Source: an optimization exercise on an open RTL-to-GDS flow (aim: a short achievable clock period and few clock cycles). Production flows keep margins and buffers that such runs may drop. The RTL was checked by simulation tests, not by an equivalence proof against the original design. Power is estimated from default activity; no workload was simulated.

Design cpu_core, start of the top module:
module cpu_core (
    input  logic           clock,
    input  logic           rst,
    output isa_pkg::word_t address_imem,
    input  isa_pkg::word_t instr,
    output isa_pkg::word_t address_dmem,
    output isa_pkg::word_t data,
    output logic           wren,
    input  isa_pkg::word_t q_dmem
);
==> flow/config.mk <==
export PLATFORM = sky130hd
export DESIGN_NAME = cpu_core
export DESIGN_NICKNAME = cpu_core
export VERILOG_FILES = /design/flow/design.v
export SDC_FILE = /design/flow/constraint.sdc
export NUM_CORES = 4
export LEC_CHECK = 0
export ABC_AREA = 1
export CAP_MARGIN = 20
export CORE_MARGIN = 2
export CORE_UTILIZATION = 40
export SETUP_SLACK_MARGIN = 5
export SLEW_MARGIN = 20
export SYNTH_HIERARCHICAL = 1
==> flow/constraint.sdc <==
create_clock -name core_clock -period 8.0 [get_ports {clock}]
set_input_delay 1.6000 -clock core_clock [delete_from_list [all_inputs] [get_ports {clock}]]
set_output_delay 1.6000 -clock core_clock [all_outputs]
set_load 0.01 [all_outputs]
run.sh (not shown) runs the stock make flow with config.mk's settings and CLKGATE_MAP_FILE= SYNTH_SCRIPT=/design/flow/synth_recipe.tcl, a recipe that flattens the netlist after the stock synthesis.
Testbench counts at the start, summed over its fixed seeds: cycles 37,199.
Then changed:
--- a/flow/design.v
+++ b/flow/design.v
@@ -276,54 +276,34 @@
     logic lt_rm;
     logic ne_rr;
     logic ne_mr;
     logic ne_rm;
     logic jr_miss_r;
     logic jr_miss_m;
     logic case_rr;
     logic case_mr;
     logic case_rm;
     logic case_mm;
     logic early_miss;
     logic [8:0] k;
-    isa_pkg::m_src_t m_alu;
-    isa_pkg::word_t  m_res;
-    logic lt_mr_q, lt_mr_a;
-    logic lt_rm_q, lt_rm_a;
-    logic ne_mr_q, ne_mr_a;
-    logic ne_rm_q, ne_rm_a;
-    logic jr_miss_q, jr_miss_a;
-    always_comb begin
-        m_alu      = m_src;
-        m_alu.load = 1'b0;
-    end
-    m_value u_m_res (.src(m_alu), .q_dmem(q_dmem), .value(m_res));
-    lt_signed #(.W(32)) c_rr  (.a(reg_rd), .b(reg_rs), .lt(lt_rr));
-    lt_signed #(.W(32)) c_mrq (.a(q_dmem), .b(reg_rs), .lt(lt_mr_q));
-    lt_signed #(.W(32)) c_mra (.a(m_res),  .b(reg_rs), .lt(lt_mr_a));
-    lt_signed #(.W(32)) c_rmq (.a(reg_rd), .b(q_dmem), .lt(lt_rm_q));
-    lt_signed #(.W(32)) c_rma (.a(reg_rd), .b(m_res),  .lt(lt_rm_a));
-    ne_cmp e_rr  (.a(reg_rd), .b(reg_rs), .ne(ne_rr));
-    ne_cmp e_mrq (.a(q_dmem), .b(reg_rs), .ne(ne_mr_q));
-    ne_cmp e_mra (.a(m_res),  .b(reg_rs), .ne(ne_mr_a));
-    ne_cmp e_rmq (.a(reg_rd), .b(q_dmem), .ne(ne_rm_q));
-    ne_cmp e_rma (.a(reg_rd), .b(m_res),  .ne(ne_rm_a));
-    ne_cmp j_r  (.a(reg_rd), .b(link), .ne(jr_miss_r));
-    ne_cmp j_mq (.a(q_dmem), .b(link), .ne(jr_miss_q));
-    ne_cmp j_ma (.a(m_res),  .b(link), .ne(jr_miss_a));
-    assign lt_mr     = m_src.load ? lt_mr_q   : lt_mr_a;
-    assign lt_rm     = m_src.load ? lt_rm_q   : lt_rm_a;
-    assign ne_mr     = m_src.load ? ne_mr_q   : ne_mr_a;
-    assign ne_rm     = m_src.load ? ne_rm_q   : ne_rm_a;
-    assign jr_miss_m = m_src.load ? jr_miss_q : jr_miss_a;
+    isa_pkg::word_t m_val;
+    m_value u_m_val (.src(m_src), .q_dmem(q_dmem), .value(m_val));
+    lt_signed #(.W(32)) c_rr (.a(reg_rd), .b(reg_rs), .lt(lt_rr));
+    lt_signed #(.W(32)) c_mr (.a(m_val),  .b(reg_rs), .lt(lt_mr));
+    lt_signed #(.W(32)) c_rm (.a(reg_rd), .b(m_val),  .lt(lt_rm));
+    ne_cmp e_rr (.a(reg_rd), .b(reg_rs), .ne(ne_rr));
+    ne_cmp e_mr (.a(m_val),  .b(reg_rs), .ne(ne_mr));
+    ne_cmp e_rm (.a(reg_rd), .b(m_val),  .ne(ne_rm));
+    ne_cmp j_r (.a(reg_rd), .b(link), .ne(jr_miss_r));
+    ne_cmp j_m (.a(m_val),  .b(link), .ne(jr_miss_m));
     assign case_rr = !fwd_rd && !fwd_rs;
     assign case_mr =  fwd_rd && !fwd_rs;
     assign case_rm = !fwd_rd &&  fwd_rs;
     assign case_mm =  fwd_rd &&  fwd_rs;
     always_comb begin
         case ({fwd_rd, fwd_rs})
             2'b00:   taken = is_bne ? ne_rr : lt_rr;
             2'b10:   taken = is_bne ? ne_mr : lt_mr;
             2'b01:   taken = is_bne ? ne_rm : lt_rm;
             default: taken = 1'b0;
         endcase
     end
@@ -765,31 +745,30 @@
         t_idx    <= e_idx;
     end
     always_comb begin
         if (t_taken) begin
             t_ctr_new = (t_ctr == 2'd3) ? 2'd3 : t_ctr + 2'd1;
         end else begin
             t_ctr_new = (t_ctr == 2'd0) ? 2'd0 : t_ctr - 2'd1;
         end
     end
     always_ff @(posedge clock) begin
         if (rst) begin
             bp_valid <= '0;
+            for (int i = 0; i < BP_N; i++) begin
+                bp_ctr[i] <= 2'd0;
+            end
         end else if (t_branch) begin
             bp_valid[t_idx] <= 1'b1;
-        end
-    end
-    always_ff @(posedge clock) begin
-        if (t_branch) begin
-            bp_ctr[t_idx] <= t_ctr_new;
+            bp_ctr[t_idx]   <= t_ctr_new;
         end
     end
     always_ff @(posedge clock) begin
         if (rst) begin
             m_write <= 1'b0;
             m_store <= 1'b0;
         end else begin
             m_write <= e_write;
             m_store <= e_valid && e_ctrl.is_sw;
         end
         m_load      <= e_ctrl.is_lw;
         m_rd        <= e_ctrl.dest;
Critical path depth rose by 20. Wire length rose by 0.51%. Count of clock-buffer cells in the layout rose by 3. Hold slack gets better by 17 ps. Utilization fell by 0.77 points. Total power rose by about 2.2%. Setup slack gets better by 23 ps. Die area fell by 2.0%. Cell area fell by about 3.6%.
Testbench counts after the change, summed over its fixed seeds: cycles 37,199.

Another version of the RTL of cpu_core (not shown whole).
Size in the first run: roughly 23000 cells after synthesis, about 130000 µm² of cells after synthesis.
Settings: LEC_CHECK=0, ABC_AREA=1, CAP_MARGIN=20, CORE_MARGIN=2, CORE_UTILIZATION=40, SETUP_SLACK_MARGIN=5, SLEW_MARGIN=20, SYNTH_HIERARCHICAL=1; clock period 8.0 ns.
Testbench counts at the start, summed over its fixed seeds: cycles 37,199.
Rerun with:
--- a/flow/design.v
+++ b/flow/design.v
@@ -388,16 +388,16 @@
     input  logic [32-1:1] wr_sel,
     input  isa_pkg::word_t    wr_data,
     output isa_pkg::word_t    rd_data_a,
     output isa_pkg::word_t    rd_data_b,
     output isa_pkg::word_t    rd_data_c
 );
-    localparam int H = 32 / 2;
+    localparam int S = 4;                
+    localparam int H = 32 / S;    
     isa_pkg::word_t regs [1:32-1];
-    logic [(32-1)*H-1:0] regs_lo;
-    logic [(32-1)*H-1:0] regs_hi;
+    logic [(32-1)*H-1:0] regs_s [S];
     always_ff @(posedge clock) begin
         if (rst) begin
             for (int i = 1; i < 32; i++) begin
                 regs[i] <= '0;
             end
         end else begin
@@ -406,23 +406,23 @@
                     regs[i] <= wr_data;
                 end
             end
         end
     end
     always_comb begin
-        for (int i = 1; i < 32; i++) begin
-            regs_lo[(i-1)*H +: H] = regs[i][H-1:0];
-            regs_hi[(i-1)*H +: H] = regs[i][32-1:H];
+        for (int k = 0; k < S; k++) begin
+            for (int i = 1; i < 32; i++) begin
+                regs_s[k][(i-1)*H +: H] = regs[i][k*H +: H];
+            end
         end
     end
-    rf_read_slice #(.W(H)) a_lo (.idx(rd_idx_a), .regs(regs_lo), .data(rd_data_a[H-1:0]));
-    rf_read_slice #(.W(H)) a_hi (.idx(rd_idx_a), .regs(regs_hi), .data(rd_data_a[32-1:H]));
-    rf_read_slice #(.W(H)) b_lo (.idx(rd_idx_b), .regs(regs_lo), .data(rd_data_b[H-1:0]));
-    rf_read_slice #(.W(H)) b_hi (.idx(rd_idx_b), .regs(regs_hi), .data(rd_data_b[32-1:H]));
-    rf_read_slice #(.W(H)) c_lo (.idx(rd_idx_c), .regs(regs_lo), .data(rd_data_c[H-1:0]));
-    rf_read_slice #(.W(H)) c_hi (.idx(rd_idx_c), .regs(regs_hi), .data(rd_data_c[32-1:H]));
+    for (genvar k = 0; k < S; k++) begin : slice
+        rf_read_slice #(.W(H)) rd_a (.idx(rd_idx_a), .regs(regs_s[k]), .data(rd_data_a[k*H +: H]));
+        rf_read_slice #(.W(H)) rd_b (.idx(rd_idx_b), .regs(regs_s[k]), .data(rd_data_b[k*H +: H]));
+        rf_read_slice #(.W(H)) rd_c (.idx(rd_idx_c), .regs(regs_s[k]), .data(rd_data_c[k*H +: H]));
+    end
 endmodule
 `timescale 1ns/1ps
 module hazard_unit (
     input  isa_pkg::reg_idx_t src,
     input  isa_pkg::word_t    reg_val,
     input  logic              e_write,
@@ -751,18 +751,19 @@
             t_ctr_new = (t_ctr == 2'd0) ? 2'd0 : t_ctr - 2'd1;
         end
     end
     always_ff @(posedge clock) begin
         if (rst) begin
             bp_valid <= '0;
-            for (int i = 0; i < BP_N; i++) begin
-                bp_ctr[i] <= 2'd0;
-            end
         end else if (t_branch) begin
             bp_valid[t_idx] <= 1'b1;
-            bp_ctr[t_idx]   <= t_ctr_new;
+        end
+    end
+    always_ff @(posedge clock) begin
+        if (t_branch) begin
+            bp_ctr[t_idx] <= t_ctr_new;
         end
     end
     always_ff @(posedge clock) begin
         if (rst) begin
             m_write <= 1'b0;
             m_store <= 1'b0;
The changed run ran to the end with no violations; power came out higher slightly; routed wire length came out lower slightly; synthesized cell count came out lower slightly; die area is about the same; final area came out higher slightly; setup slack stays flat; area after synthesis barely changes; sequential cell count is unchanged; worst hold slack is worse by 4.6 ps; clock power barely changes; critical path depth came out higher by 10; clock-buffer cell count came out lower by 7.
Testbench counts after the change, summed over its fixed seeds: cycles 37,199.

==> separate check: timing with driven ports <==
How much do the figures lean on ideal ports? The routed layouts below were timed once more, with nothing changed but the port constraints.
Step 1: set_driving_cell puts a clkbuf_16 on clock and a buf_2 on each other input, an assumption about the parent block.
Step 2 moves the port delays by t, midway between the first and last clock arrival at a register: inputs arrive t later, outputs are due t later. That takes back most of the time a late clock gives input paths.
a / b / c = ideal / step 1 / step 2; a / b = the first two.
run | t (ns) | setup slack, ns | worst setup path at the end
the first run of note 1 | 1.064 | 4.736 / 4.590 / 3.526 | input to register
the second run of note 1 | 1.069 | 4.758 / 4.610 / 3.541 | input to register
the first run of note 2 | 1.067 | 4.716 / 4.453 / 3.386 | input to register
the second run of note 2 | 1.075 | 4.713 / 4.579 / 3.504 | input to register
After both steps setup and hold are still met in every run listed. For the first run of note 2, which loses most, drivers alone change the setup slack by -0.263 ns; drivers and shift together by -1.330 ns.
